Background: an optimization exercise with open tools, aiming at small area, a short achievable clock period and few clock cycles per item. Do not read the settings as production practice.
Where RTL was checked, it was by simulation tests only, not by an equivalence proof against the original.
No activity file was given, so power comes from the tool's default toggle rates.

==> inputs of run F <==
Design input_event_state_tracker, start of the top module:
module input_event_state_tracker #(
  parameter int KEY_COUNT    = 256,
  parameter int BUTTON_COUNT = 8
) (
  input  logic                            clk,
  input  logic                            rst,
  input  logic                            cfg_we,
  input  logic [iest_pkg::CFG_IDX_W-1:0]  cfg_index,
  input  logic [iest_pkg::CFG_DATA_W-1:0] cfg_data,
  input  logic                            evt_in_valid,
  output logic                            evt_in_ready,
  input  logic [1:0]                      evt_in_device,
  input  logic [2:0]                      evt_in_kind,
  input  logic [7:0]                      evt_in_key_code,
  input  logic [2:0]                      evt_in_button_index,
  input  logic signed [15:0]              evt_in_pos_x,
  input  logic signed [15:0]              evt_in_pos_y,
  output logic                            evt_out_valid,
  input  logic                            evt_out_ready,
  output logic                            evt_out_synthetic,
  output logic [1:0]                      evt_out_device,
  output logic [2:0]                      evt_out_kind,
  output logic [7:0]                      evt_out_key,
  output logic [2:0]                      evt_out_button,
  output logic signed [15:0]              evt_out_cursor_x,
  output logic signed [15:0]              evt_out_cursor_y,
  output logic                            evt_out_last
);
clock: 8.0 ns
lec_check: 0
abc_clock_period_in_ps: 2500
cap_margin: 20
core_margin: 2
core_utilization: 40
cts_buf_list: sky130_fd_sc_hd__clkbuf_8
cts_cluster_size: 20
place_density: 0.6
setup_slack_margin: 5
slew_margin: 20
run.sh (not shown) runs the stock make flow with config.mk's settings and CLKGATE_MAP_FILE= SYNTH_SCRIPT=/design/flow/synth_recipe.tcl, a recipe that flattens the netlist after the stock synthesis.
==> inputs of run R, as changes to run F <==
--- a/flow/design.v
+++ b/flow/design.v
@@ -9,15 +9,15 @@
   localparam logic [CFG_IDX_W-1:0] CFG_SIDE = 2'd0;
   localparam logic [CFG_IDX_W-1:0] CFG_VIRT = 2'd1;
   localparam int SIDE_W = 48;
   localparam int VIRT_W = 24;
   localparam int MOD_SIDE  = 6;
   localparam int MOD_SLOTS = 9;
   localparam int MOD_IDX_W = 4;
-  localparam int OQ_DEPTH  = 6;
+  localparam int OQ_DEPTH  = 5;
   localparam int OQ_PTR_W  = 3;
   localparam int OQ_CNT_W  = 3;
   localparam int CQ_DEPTH  = 3;
   localparam int CQ_PTR_W  = 2;
   localparam int CQ_CNT_W  = 2;
   localparam int ENT_W = 17;
 endpackage
@@ -51,14 +51,15 @@
   logic [iest_pkg::OQ_PTR_W-1:0] wr_ptr;
   logic [iest_pkg::OQ_PTR_W-1:0] rd_ptr;
   logic [iest_pkg::OQ_CNT_W-1:0] count;
   logic [iest_pkg::OQ_CNT_W-1:0] count_next;
   logic                          phase;    
   logic                          ld;
   logic                          use_head;
+  logic                          use_byp;
   logic                          load;
   logic                          pop;
   logic                          wr;
   logic                          valid_next;
   logic [31:0]                   cq [DC];
   logic [iest_pkg::CQ_PTR_W-1:0] cq_wr;
   logic [iest_pkg::CQ_PTR_W-1:0] cq_rd;
@@ -70,49 +71,43 @@
   logic [1:0]  s_dev;
   logic [2:0]  s_kind;
   logic [7:0]  s_code;
   logic        s_hs;
   logic        s_sd;
   logic [1:0]  s_ss;
   logic        h_hs;
+  logic        e_hs;
   logic [iest_pkg::OQ_PTR_W-1:0] wr_inc;
   logic [iest_pkg::OQ_PTR_W-1:0] rd_inc;
   logic [iest_pkg::CQ_PTR_W-1:0] cq_wr_inc;
   logic [iest_pkg::CQ_PTR_W-1:0] cq_rd_inc;
   assign wr_inc    = (32'(wr_ptr) == D - 1)  ? '0 : wr_ptr + 1'b1;
   assign rd_inc    = (32'(rd_ptr) == D - 1)  ? '0 : rd_ptr + 1'b1;
   assign cq_wr_inc = (32'(cq_wr) == DC - 1) ? '0 : cq_wr + 1'b1;
   assign cq_rd_inc = (32'(cq_rd) == DC - 1) ? '0 : cq_rd + 1'b1;
   assign h_hs = q[rd_ptr][3];
+  assign e_hs = ent[3];
   assign ld       = !evt_out_valid || evt_out_ready;
   assign use_head = (count != '0) &&
                     (!hold_last || (!phase && h_hs) || (count != iest_pkg::OQ_CNT_W'(1)));
-  assign load     = ld && use_head;
-  assign src       = q[rd_ptr];
-  assign src_phase = phase;
+  assign use_byp  = (count == '0) && push && (!hold_last || e_hs);
+  assign load     = ld && (use_head || use_byp);
+  assign src       = use_head ? q[rd_ptr] : ent;
+  assign src_phase = use_head && phase;
   assign {s_dev, s_kind, s_code, s_hs, s_sd, s_ss} = src;
   assign pop        = load && use_head && (phase || !h_hs);
-  assign wr         = push;
+  assign wr         = push && !(load && use_byp && !e_hs);
   assign count_next = count + iest_pkg::OQ_CNT_W'(wr) - iest_pkg::OQ_CNT_W'(pop);
-  assign valid_next = ld ? use_head : 1'b1;
+  assign valid_next = ld ? (use_head || use_byp) : 1'b1;
   assign cq_pop      = load && !src_phase && s_dev == iest_pkg::DEV_MOUSE &&
                        s_kind == iest_pkg::KIND_CURSOR;
   assign cq_cnt_next = cq_cnt + iest_pkg::CQ_CNT_W'(cq_push) - iest_pkg::CQ_CNT_W'(cq_pop);
-  logic [3:0] base;
-  logic       r_m1;
-  logic       r_0;
-  logic       r_p1;
-  logic [2:0] cbase;
-  assign base  = 4'(count) + 4'(inflight);
-  assign r_m1  = base <= 4'(D + 1);
-  assign r_0   = base <= 4'(D);
-  assign r_p1  = base <= 4'(D - 1);
-  assign q_room = wr ? (pop ? r_0 : r_p1) : (pop ? r_m1 : r_0);
-  assign cbase   = 3'(cq_cnt) + 3'(cq_push);
-  assign cq_room = cq_pop ? (cbase <= 3'(DC)) : (cbase < 3'(DC));
+  assign q_room  = 4'(count_next) + 4'(inflight) <=
+                   4'(D) + 4'(count_next == '0 && !valid_next);
+  assign cq_room = cq_cnt_next < iest_pkg::CQ_CNT_W'(DC);
   always_ff @(posedge clk) begin
     if (wr) q[wr_ptr] <= ent;
     if (cq_push) cq[cq_wr] <= {cq_x, cq_y};
   end
   always_ff @(posedge clk) begin
     if (rst) begin
       wr_ptr        <= '0;
@@ -126,15 +121,15 @@
       o_x           <= '0;
       o_y           <= '0;
     end else begin
       if (wr)  wr_ptr <= wr_inc;
       if (pop) rd_ptr <= rd_inc;
       count         <= count_next;
       evt_out_valid <= valid_next;
-      if (load) phase <= !phase && h_hs;
+      if (load) phase <= use_head ? (!phase && h_hs) : e_hs;
       if (cq_push) cq_wr <= cq_wr_inc;
       if (cq_pop) begin
         cq_rd <= cq_rd_inc;
         {o_x, o_y} <= cq[cq_rd];
       end
       cq_cnt <= cq_cnt_next;
     end
@@ -219,24 +214,21 @@
   logic [2:0]     s1_kind;
   logic [7:0]     s1_key;
   logic [2:0]     s1_btn;
   logic           s1_bit;
   logic           s1_eq;
   logic [NM-1:0]  s1_match;
   logic [2:0]     s1_sel;
-  logic           s1_pk;      
-  logic           s1_pm;      
-  logic           s1_down;
-  logic           s1_anym;    
   logic           w_en;
   logic           w_isk;
   logic [7:0]     w_key;
   logic           w_val;
   logic           is_kbd;
   logic           is_mouse;
+  logic           is_press;
   logic           down;
   logic           map_cur;
   logic           key_cur;
   logic           btn_cur;
   logic           drop;
   logic           key_wr;
   logic           btn_wr;
@@ -244,15 +236,14 @@
   logic [NM-1:0]  mod_next;
   logic           mod_now;
   logic           mod_before;
   logic           slot_hit;
   logic [1:0]     slot;
   logic           syn;
   logic [NM-1:0]  vhit;
-  logic [NM-1:0]  vmask [3];
   logic           wb;
   logic [1:0]     wb_slot;
   logic           push;
   logic [7:0]     code;
   logic           q_room;
   logic           cq_room;
   logic           cq_push;
@@ -311,46 +302,43 @@
     s1_dev   <= s0_dev;
     s1_kind  <= s0_kind;
     s1_key   <= s0_key;
     s1_btn   <= s0_btn;
     s1_bit   <= s0_bit;
     s1_eq    <= s0_key == s1_key;
     s1_match <= s0_match;
-    s1_anym  <= s0_match != '0;
-    s1_pk    <= s0_dev == iest_pkg::DEV_KBD && s0_kind[2:1] == 2'b00;
-    s1_pm    <= s0_dev == iest_pkg::DEV_MOUSE && s0_kind[2:1] == 2'b00;
-    s1_down  <= !s0_kind[0];
     s1_sel[0] <= s0_match[0] || s0_match[1];
     s1_sel[1] <= !(s0_match[0] || s0_match[1]) && (s0_match[2] || s0_match[3]);
     s1_sel[2] <= !(s0_match[0] || s0_match[1] || s0_match[2] || s0_match[3]) &&
                  (s0_match[4] || s0_match[5]);
   end
   assign is_kbd   = s1_dev == iest_pkg::DEV_KBD;
   assign is_mouse = s1_dev == iest_pkg::DEV_MOUSE;
-  assign down     = s1_down;
+  assign is_press = s1_kind[2:1] == 2'b00;
+  assign down     = !s1_kind[0];
   assign map_cur  = (s1_eq && w_isk) ? w_val : s1_bit;
-  assign key_cur  = s1_anym ? ((s1_match & mod_dn) != '0) : map_cur;
+  assign key_cur  = (s1_match != '0) ? ((s1_match & mod_dn) != '0) : map_cur;
   assign btn_cur  = btn_map[s1_btn];
-  assign drop     = (s1_pk && key_cur == down) || (s1_pm && btn_cur == down);
-  assign key_wr   = s1_v && s1_pk && key_cur != down;
-  assign btn_wr   = s1_v && s1_pm && btn_cur != down;
+  assign drop     = is_press && ((is_kbd && key_cur == down) || (is_mouse && btn_cur == down));
+  assign key_wr   = s1_v && is_kbd && is_press && !drop;
+  assign btn_wr   = s1_v && is_mouse && is_press && !drop;
   assign slot_hit = s1_sel != '0;
   assign slot     = s1_sel[1] ? 2'd1 : (s1_sel[2] ? 2'd2 : 2'd0);
   always_comb begin
     for (int j = 0; j < NM; j++) mod_upd[j] = (key_wr && s1_match[j]) ? down : mod_dn[j];
   end
   always_comb begin
     mod_now    = 1'b0;
     mod_before = 1'b0;
     vhit       = '0;
     for (int i = 0; i < 3; i++) begin
       if (s1_sel[i]) begin
         mod_now    = mod_upd[2*i] || mod_upd[2*i+1];
         mod_before = mod_upd[iest_pkg::MOD_SIDE+i];
-        vhit       = vmask[i];
+        for (int j = 0; j < NM; j++) vhit[j] = mod_code[j] == mod_code[iest_pkg::MOD_SIDE+i];
       end
     end
   end
   assign syn = key_wr && slot_hit && (mod_now != mod_before);
   always_comb begin
     for (int j = 0; j < NM; j++) mod_next[j] = (syn && vhit[j]) ? mod_now : mod_upd[j];
   end
@@ -359,24 +347,20 @@
   assign push = s1_v && !drop;
   assign code = is_kbd ? s1_key : (is_mouse ? {5'd0, s1_btn} : 8'd0);
   always_ff @(posedge clk) begin
     if (rst) begin
       btn_map <= '0;
       mod_dn  <= '0;
       dirty   <= '0;
-      for (int i = 0; i < 3; i++) vmask[i] <= '1;
       w_en    <= 1'b0;
       w_isk   <= 1'b0;
     end else begin
       if (btn_wr) btn_map[s1_btn] <= down;
       if (s1_rl) begin
         mod_dn[s1_rli] <= map_cur;
-        for (int i = 0; i < 3; i++) begin
-          if (s1_rli == 4'(iest_pkg::MOD_SIDE + i)) vmask[i] <= s1_match;
-        end
       end else begin
         mod_dn <= mod_next;
       end
       w_en  <= key_wr || wb;
       w_isk <= key_wr;
       if (syn) begin
         dirty[slot] <= 1'b1;
Settings changed: ABC_CLOCK_PERIOD_IN_PS 2500 to default, CTS_BUF_LIST sky130_fd_sc_hd__clkbuf_8 to default, CTS_CLUSTER_SIZE 20 to default, SETUP_SLACK_MARGIN 5 to default.
==> inputs of run Z, as changes to run F <==
--- a/flow/design.v
+++ b/flow/design.v
@@ -24,17 +24,19 @@
 module iest_out_fifo (
   input  logic                         clk,
   input  logic                         rst,
   input  logic                         cq_push,
   input  logic [15:0]                  cq_x,
   input  logic [15:0]                  cq_y,
   output logic                         cq_room,
+  input  logic                         slot_v,
   input  logic                         push,
   input  logic [iest_pkg::ENT_W-1:0]   ent,
-  input  logic [2:0]                   inflight,
+  input  logic                         in_s0,      
+  input  logic                         in_take,    
   output logic                         q_room,
   input  logic [iest_pkg::VIRT_W-1:0]  virt_codes,
   input  logic                         hold_last,
   output logic                         evt_out_valid,
   input  logic                         evt_out_ready,
   output logic                         o_syn,
   output logic [1:0]                   o_dev,
@@ -44,101 +46,120 @@
   output logic [15:0]                  o_x,
   output logic [15:0]                  o_y,
   output logic                         o_last
 );
   localparam int D  = iest_pkg::OQ_DEPTH;
   localparam int DC = iest_pkg::CQ_DEPTH;
   logic [iest_pkg::ENT_W-1:0]    q [D];
-  logic [iest_pkg::OQ_PTR_W-1:0] wr_ptr;
-  logic [iest_pkg::OQ_PTR_W-1:0] rd_ptr;
+  logic [D-1:0]                  wr_ptr;    
+  logic [D-1:0]                  rd_ptr;    
   logic [iest_pkg::OQ_CNT_W-1:0] count;
   logic [iest_pkg::OQ_CNT_W-1:0] count_next;
   logic                          phase;    
   logic                          ld;
   logic                          use_head;
   logic                          load;
   logic                          pop;
   logic                          wr;
   logic                          valid_next;
   logic [31:0]                   cq [DC];
-  logic [iest_pkg::CQ_PTR_W-1:0] cq_wr;
-  logic [iest_pkg::CQ_PTR_W-1:0] cq_rd;
+  logic [DC-1:0]                 cq_wr;     
+  logic [DC-1:0]                 cq_rd;     
+  logic [iest_pkg::ENT_W-1:0]    head;
+  logic [31:0]                   cq_head;
   logic [iest_pkg::CQ_CNT_W-1:0] cq_cnt;
   logic [iest_pkg::CQ_CNT_W-1:0] cq_cnt_next;
   logic                          cq_pop;
   logic [iest_pkg::ENT_W-1:0] src;
   logic        src_phase;
   logic [1:0]  s_dev;
   logic [2:0]  s_kind;
   logic [7:0]  s_code;
   logic        s_hs;
   logic        s_sd;
   logic [1:0]  s_ss;
   logic        h_hs;
-  logic [iest_pkg::OQ_PTR_W-1:0] wr_inc;
-  logic [iest_pkg::OQ_PTR_W-1:0] rd_inc;
-  logic [iest_pkg::CQ_PTR_W-1:0] cq_wr_inc;
-  logic [iest_pkg::CQ_PTR_W-1:0] cq_rd_inc;
-  assign wr_inc    = (32'(wr_ptr) == D - 1)  ? '0 : wr_ptr + 1'b1;
-  assign rd_inc    = (32'(rd_ptr) == D - 1)  ? '0 : rd_ptr + 1'b1;
-  assign cq_wr_inc = (32'(cq_wr) == DC - 1) ? '0 : cq_wr + 1'b1;
-  assign cq_rd_inc = (32'(cq_rd) == DC - 1) ? '0 : cq_rd + 1'b1;
-  assign h_hs = q[rd_ptr][3];
+  always_comb begin
+    head    = '0;
+    cq_head = '0;
+    for (int i = 0; i < D; i++)  head    = head    | (q[i]  & {iest_pkg::ENT_W{rd_ptr[i]}});
+    for (int i = 0; i < DC; i++) cq_head = cq_head | (cq[i] & {32{cq_rd[i]}});
+  end
+  assign h_hs = head[3];
   assign ld       = !evt_out_valid || evt_out_ready;
   assign use_head = (count != '0) &&
                     (!hold_last || (!phase && h_hs) || (count != iest_pkg::OQ_CNT_W'(1)));
   assign load     = ld && use_head;
-  assign src       = q[rd_ptr];
+  assign src       = head;
   assign src_phase = phase;
   assign {s_dev, s_kind, s_code, s_hs, s_sd, s_ss} = src;
   assign pop        = load && use_head && (phase || !h_hs);
   assign wr         = push;
-  assign count_next = count + iest_pkg::OQ_CNT_W'(wr) - iest_pkg::OQ_CNT_W'(pop);
+  logic [iest_pkg::OQ_CNT_W-1:0] count_inc;
+  logic [iest_pkg::OQ_CNT_W-1:0] count_dec;
+  assign count_inc  = count + 1'b1;
+  assign count_dec  = count - 1'b1;
+  assign count_next = (wr == pop) ? count : (wr ? count_inc : count_dec);
   assign valid_next = ld ? use_head : 1'b1;
   assign cq_pop      = load && !src_phase && s_dev == iest_pkg::DEV_MOUSE &&
                        s_kind == iest_pkg::KIND_CURSOR;
-  assign cq_cnt_next = cq_cnt + iest_pkg::CQ_CNT_W'(cq_push) - iest_pkg::CQ_CNT_W'(cq_pop);
+  logic [iest_pkg::CQ_CNT_W-1:0] cq_cnt_inc;
+  logic [iest_pkg::CQ_CNT_W-1:0] cq_cnt_dec;
+  assign cq_cnt_inc  = cq_cnt + 1'b1;
+  assign cq_cnt_dec  = cq_cnt - 1'b1;
+  assign cq_cnt_next = (cq_push == cq_pop) ? cq_cnt : (cq_push ? cq_cnt_inc : cq_cnt_dec);
   logic [3:0] base;
   logic       r_m1;
   logic       r_0;
   logic       r_p1;
-  logic [2:0] cbase;
-  assign base  = 4'(count) + 4'(inflight);
+  logic       r_p2;
+  logic       c_m1;
+  logic       c_0;
+  logic       c_p1;
+  assign base  = 4'(count) + 4'(in_s0) + 4'd1;
   assign r_m1  = base <= 4'(D + 1);
   assign r_0   = base <= 4'(D);
   assign r_p1  = base <= 4'(D - 1);
-  assign q_room = wr ? (pop ? r_0 : r_p1) : (pop ? r_m1 : r_0);
-  assign cbase   = 3'(cq_cnt) + 3'(cq_push);
-  assign cq_room = cq_pop ? (cbase <= 3'(DC)) : (cbase < 3'(DC));
+  assign r_p2  = base <= 4'(D - 2);
+  assign q_room = in_take ? (wr ? (pop ? r_p1 : r_p2) : (pop ? r_0 : r_p1))
+                          : (wr ? (pop ? r_0 : r_p1) : (pop ? r_m1 : r_0));
+  assign c_m1    = 32'(cq_cnt) <= DC;
+  assign c_0     = 32'(cq_cnt) < DC;
+  assign c_p1    = 32'(cq_cnt) + 1 < DC;
+  assign cq_room = cq_push ? (cq_pop ? c_0 : c_p1) : (cq_pop ? c_m1 : c_0);
   always_ff @(posedge clk) begin
-    if (wr) q[wr_ptr] <= ent;
-    if (cq_push) cq[cq_wr] <= {cq_x, cq_y};
+    for (int i = 0; i < D; i++) begin
+      if (slot_v && wr_ptr[i]) q[i] <= ent;
+    end
+    for (int i = 0; i < DC; i++) begin
+      if (cq_cnt != iest_pkg::CQ_CNT_W'(DC) && cq_wr[i]) cq[i] <= {cq_x, cq_y};
+    end
   end
   always_ff @(posedge clk) begin
     if (rst) begin
-      wr_ptr        <= '0;
-      rd_ptr        <= '0;
+      wr_ptr        <= D'(1);
+      rd_ptr        <= D'(1);
       count         <= '0;
       phase         <= 1'b0;
       evt_out_valid <= 1'b0;
-      cq_wr         <= '0;
-      cq_rd         <= '0;
+      cq_wr         <= DC'(1);
+      cq_rd         <= DC'(1);
       cq_cnt        <= '0;
       o_x           <= '0;
       o_y           <= '0;
     end else begin
-      if (wr)  wr_ptr <= wr_inc;
-      if (pop) rd_ptr <= rd_inc;
+      if (wr)  wr_ptr <= {wr_ptr[D-2:0], wr_ptr[D-1]};
+      if (pop) rd_ptr <= {rd_ptr[D-2:0], rd_ptr[D-1]};
       count         <= count_next;
       evt_out_valid <= valid_next;
       if (load) phase <= !phase && h_hs;
-      if (cq_push) cq_wr <= cq_wr_inc;
+      if (cq_push) cq_wr <= {cq_wr[DC-2:0], cq_wr[DC-1]};
       if (cq_pop) begin
-        cq_rd <= cq_rd_inc;
-        {o_x, o_y} <= cq[cq_rd];
+        cq_rd <= {cq_rd[DC-2:0], cq_rd[DC-1]};
+        {o_x, o_y} <= cq_head;
       end
       cq_cnt <= cq_cnt_next;
     end
   end
   always_ff @(posedge clk) begin
     if (load) begin
       if (!src_phase) begin
@@ -206,14 +227,18 @@
   logic           s0_v;
   logic           s0_rl;
   logic [3:0]     s0_rli;
   logic [1:0]     s0_dev;
   logic [2:0]     s0_kind;
   logic [7:0]     s0_key;
   logic [2:0]     s0_btn;
+  logic [15:0]    s0_hhi;     
+  logic [15:0]    s0_hlo;     
+  logic [7:0]     rd_key;
+  logic [15:0]    rd_row;
   logic           s0_bit;
   logic [NM-1:0]  s0_match;
   logic           s1_v;
   logic           s1_rl;
   logic [3:0]     s1_rli;
   logic [1:0]     s1_dev;
   logic [2:0]     s1_kind;
@@ -227,14 +252,16 @@
   logic           s1_pm;      
   logic           s1_down;
   logic           s1_anym;    
   logic           w_en;
   logic           w_isk;
   logic [7:0]     w_key;
   logic           w_val;
+  logic           w_clr;      
+  logic           w_dval;     
   logic           is_kbd;
   logic           is_mouse;
   logic           down;
   logic           map_cur;
   logic           key_cur;
   logic           btn_cur;
   logic           drop;
@@ -260,14 +287,15 @@
     for (int i = 0; i < NM; i++) begin
       if (i < iest_pkg::MOD_SIDE) mod_code[i] = side_codes[8*i +: 8];
       else                        mod_code[i] = virt_codes[8*(i-iest_pkg::MOD_SIDE) +: 8];
     end
   end
   assign evt_in_ready = rdy_q;
   assign take         = evt_in_valid && rdy_q;
+  assign rd_key       = rl_busy ? mod_code[rl_cnt] : evt_in_key_code;
   assign cq_push      = take && evt_in_device == iest_pkg::DEV_MOUSE &&
                         evt_in_kind == iest_pkg::KIND_CURSOR;
   always_ff @(posedge clk) begin
     if (rst) begin
       rdy_q   <= 1'b0;
       rl_busy <= 1'b0;
       rl_cnt  <= '0;
@@ -286,18 +314,25 @@
       s0_rl <= rl_busy && !cfg_we;
     end
   end
   always_ff @(posedge clk) begin
     s0_rli  <= rl_cnt;
     s0_dev  <= evt_in_device;
     s0_kind <= evt_in_kind;
-    s0_key  <= rl_busy ? mod_code[rl_cnt] : evt_in_key_code;
+    s0_key  <= rd_key;
+    for (int j = 0; j < 16; j++) begin
+      s0_hhi[j] <= rd_key[7:4] == 4'(j);
+      s0_hlo[j] <= rd_key[3:0] == 4'(j);
+    end
     s0_btn  <= evt_in_button_index;
   end
-  assign s0_bit = (w_en && w_key == s0_key) ? w_val : key_map[s0_key];
+  always_comb begin
+    for (int j = 0; j < 16; j++) rd_row[j] = (key_map[16*j +: 16] & s0_hlo) != '0;
+  end
+  assign s0_bit = (w_en && w_key == s0_key) ? w_val : ((rd_row & s0_hhi) != '0);
   always_comb begin
     for (int j = 0; j < NM; j++) s0_match[j] = s0_key == mod_code[j];
   end
   always_ff @(posedge clk) begin
     if (rst) begin
       s1_v  <= 1'b0;
       s1_rl <= 1'b0;
@@ -332,15 +367,15 @@
   assign btn_cur  = btn_map[s1_btn];
   assign drop     = (s1_pk && key_cur == down) || (s1_pm && btn_cur == down);
   assign key_wr   = s1_v && s1_pk && key_cur != down;
   assign btn_wr   = s1_v && s1_pm && btn_cur != down;
   assign slot_hit = s1_sel != '0;
   assign slot     = s1_sel[1] ? 2'd1 : (s1_sel[2] ? 2'd2 : 2'd0);
   always_comb begin
-    for (int j = 0; j < NM; j++) mod_upd[j] = (key_wr && s1_match[j]) ? down : mod_dn[j];
+    for (int j = 0; j < NM; j++) mod_upd[j] = s1_match[j] ? down : mod_dn[j];
   end
   always_comb begin
     mod_now    = 1'b0;
     mod_before = 1'b0;
     vhit       = '0;
     for (int i = 0; i < 3; i++) begin
       if (s1_sel[i]) begin
@@ -348,29 +383,35 @@
         mod_before = mod_upd[iest_pkg::MOD_SIDE+i];
         vhit       = vmask[i];
       end
     end
   end
   assign syn = key_wr && slot_hit && (mod_now != mod_before);
   always_comb begin
-    for (int j = 0; j < NM; j++) mod_next[j] = (syn && vhit[j]) ? mod_now : mod_upd[j];
+    for (int j = 0; j < NM; j++) begin
+      mod_next[j] = (syn && vhit[j]) ? mod_now : ((key_wr && s1_match[j]) ? down : mod_dn[j]);
+    end
   end
   assign wb      = !key_wr && (dirty != '0);
   assign wb_slot = dirty[0] ? 2'd0 : (dirty[1] ? 2'd1 : 2'd2);
   assign push = s1_v && !drop;
   assign code = is_kbd ? s1_key : (is_mouse ? {5'd0, s1_btn} : 8'd0);
   always_ff @(posedge clk) begin
     if (rst) begin
       btn_map <= '0;
       mod_dn  <= '0;
       dirty   <= '0;
       for (int i = 0; i < 3; i++) vmask[i] <= '1;
       w_en    <= 1'b0;
       w_isk   <= 1'b0;
+      w_clr   <= 1'b1;
+      w_dval  <= 1'b0;
     end else begin
+      w_clr   <= 1'b0;
+      w_dval  <= key_wr ? down : mod_dn[iest_pkg::MOD_SIDE + 32'(wb_slot)];
       if (btn_wr) btn_map[s1_btn] <= down;
       if (s1_rl) begin
         mod_dn[s1_rli] <= map_cur;
         for (int i = 0; i < 3; i++) begin
           if (s1_rli == 4'(iest_pkg::MOD_SIDE + i)) vmask[i] <= s1_match;
         end
       end else begin
@@ -394,21 +435,21 @@
       w_val <= mod_dn[iest_pkg::MOD_SIDE + 32'(wb_slot)];
     end
   end
   logic [15:0] hi_sel;
   logic [15:0] lo_sel;
   always_comb begin
     for (int j = 0; j < 16; j++) begin
-      hi_sel[j] = rst || (w_en && w_key[7:4] == 4'(j));
-      lo_sel[j] = rst || (w_key[3:0] == 4'(j));
+      hi_sel[j] = w_clr || (w_en && w_key[7:4] == 4'(j));
+      lo_sel[j] = w_clr || (w_key[3:0] == 4'(j));
     end
   end
   always_ff @(posedge clk) begin
     for (int i = 0; i < 256; i++) begin
-      if (hi_sel[i/16] && lo_sel[i%16]) key_map[i] <= w_val && !rst;
+      if (hi_sel[i/16] && lo_sel[i%16]) key_map[i] <= w_dval;
     end
   end
   always_ff @(posedge clk) begin
     if (rst) begin
       side_codes <= '0;
       virt_codes <= '0;
     end else if (cfg_we) begin
@@ -419,17 +460,19 @@
   iest_out_fifo u_out_fifo (
     .clk           (clk),
     .rst           (rst),
     .cq_push       (cq_push),
     .cq_x          (evt_in_pos_x),
     .cq_y          (evt_in_pos_y),
     .cq_room       (cq_room),
+    .slot_v        (s1_v),
     .push          (push),
     .ent           ({s1_dev, s1_kind, code, syn, mod_now, slot}),
-    .inflight      (3'(s0_v) + 3'(take) + 3'd1),
+    .in_s0         (s0_v),
+    .in_take       (take),
     .q_room        (q_room),
     .virt_codes    (virt_codes),
     .hold_last     (dirty != '0),
     .evt_out_valid (evt_out_valid),
     .evt_out_ready (evt_out_ready),
     .o_syn         (evt_out_synthetic),
     .o_dev         (evt_out_device),
==> flow/flow/run.sh (new file) <==
#!/bin/bash
set -euo pipefail
MARGIN=${MARGIN:-5.4}
bash standard.sh SETUP_SLACK_MARGIN=$MARGIN finish > standard.log 2>&1
==> flow/standard.sh (new file) <==
#!/bin/bash
# synth_recipe.tcl (not shown) runs the flow's synth.tcl, then flattens the netlist and writes it again
# the make line also repeats each setting of config.mk as NAME=value (left out here)
make -C /OpenROAD-flow-scripts/flow DESIGN_CONFIG=/design/flow/config.mk WORK_HOME=/design/flow/orfs CLKGATE_MAP_FILE= SYNTH_SCRIPT=/design/flow/synth_recipe.tcl "${@:-finish}"
Settings changed: CORE_UTILIZATION 40 to 60, CTS_BUF_LIST sky130_fd_sc_hd__clkbuf_8 to default, CTS_CLUSTER_SIZE 20 to default, PLACE_DENSITY 0.6 to 0.75.
removed: flow/run.sh
==> qor summary <==
Run status: run Z timing/DRC/antenna clean; run R timing/DRC/antenna clean; run F timing/DRC/antenna clean
Area share of buffers outside the clock network: run Z 7.02%; run R 5.72%; run F 7.09%
R2R setup slack: run Z 5420 ps; run R 2150 ps; run F 5130 ps
Global Route met3 Usage: run Z 6.89%; run R 3.68%; run F 3.35%
End point of the critical path: run Z evt_out_key[5]; run R rdy_q; run F evt_out_key[5]
Crit. Startpoint: run Z u_out_fifo.o_key[5]; run R s1_dev[1]; run F u_out_fifo.o_key[5]
WHS: run Z 324 ps; run R 327 ps; run F 330 ps
Xor and xnor area share after synthesis: run Z 2.88%; run R 7.41%; run F 2.89%
Synthesized area per cell: run Z 11.5 um^2; run R 11.6 um^2; run F 11.9 um^2
Logic gate share of total power: run Z 10.1%; run R 14.7%; run F 12.6%
Wl on met1: run Z 34200 um; run R 36400 um; run F 35500 um
Netlist area before placement: run Z 0.0306 mm^2; run R 0.0314 mm^2; run F 0.0309 mm^2
Worst reg2reg path startpoint: run Z s0_hlo[0]; run R s1_dev[1]; run F s1_anym
Yosys warning total: run Z 8; run R 4; run F 6
Total setup buffers inserted after CTS: run Z 28; run R 0; run F 41
Initial Utilization: run Z 60.9%; run R 40.5%; run F 40.5%
Max frequency: run Z 366 MHz; run R 171 MHz; run F 338 MHz
Peak ir drop on the vdd network: run Z 190 uV; run R 157 uV; run F 148 uV
Global router's overall resource usage: run Z 32.3%; run R 21.2%; run F 21.2%
Clock latency on the worst-skew pair: run Z 630 ps; run R 630 ps; run F 740 ps
Core area: run Z 0.0503 mm^2; run R 0.0776 mm^2; run F 0.0763 mm^2
Die span in y: run Z 230 um; run R 284 um; run F 282 um
Part of the cycle the worst path needs: run Z 34.1%; run R 73.2%; run F 37.0%
Testbench counts of run Z, summed over its fixed seeds: cycles 24,348, items 24,000.
Function not checked in run F and run R: the RTL went through the layout flow alone.

[separate check: timing with driven ports]
In the flow no input, the clock included, has a driving cell. The finished layouts below were timed again as built, in two steps. Step 1 sets driving cells, clkbuf_16 on the clock port and buf_2 on the other inputs (assumed; they add their load-dependent delay and slew). Step 2 times the ports against the registers' clock, not the clock port: input delays grow and output delays shrink by t, the midpoint of the rising clock arrivals with the driver on. a / b / c = ideal / step 1 / step 2; a / b = the first two.
| run | t, ns | setup WS [ns] | worst register clock-pin slew, ns |
|---|---|---|---|
| run F | 0.784 | 5.043 / 4.980 / 4.214 | 0.07 / 0.07 |
| run R | 0.678 | 2.147 / 2.147 / 2.147 | 0.06 / 0.06 |
| run Z | 0.681 | 5.268 / 5.204 / 4.792 | 0.07 / 0.07 |
After both steps every run listed still meets setup and hold. The setup slack of run F, which loses most, moves by -0.063 ns with the drivers and by -0.829 ns with both steps.
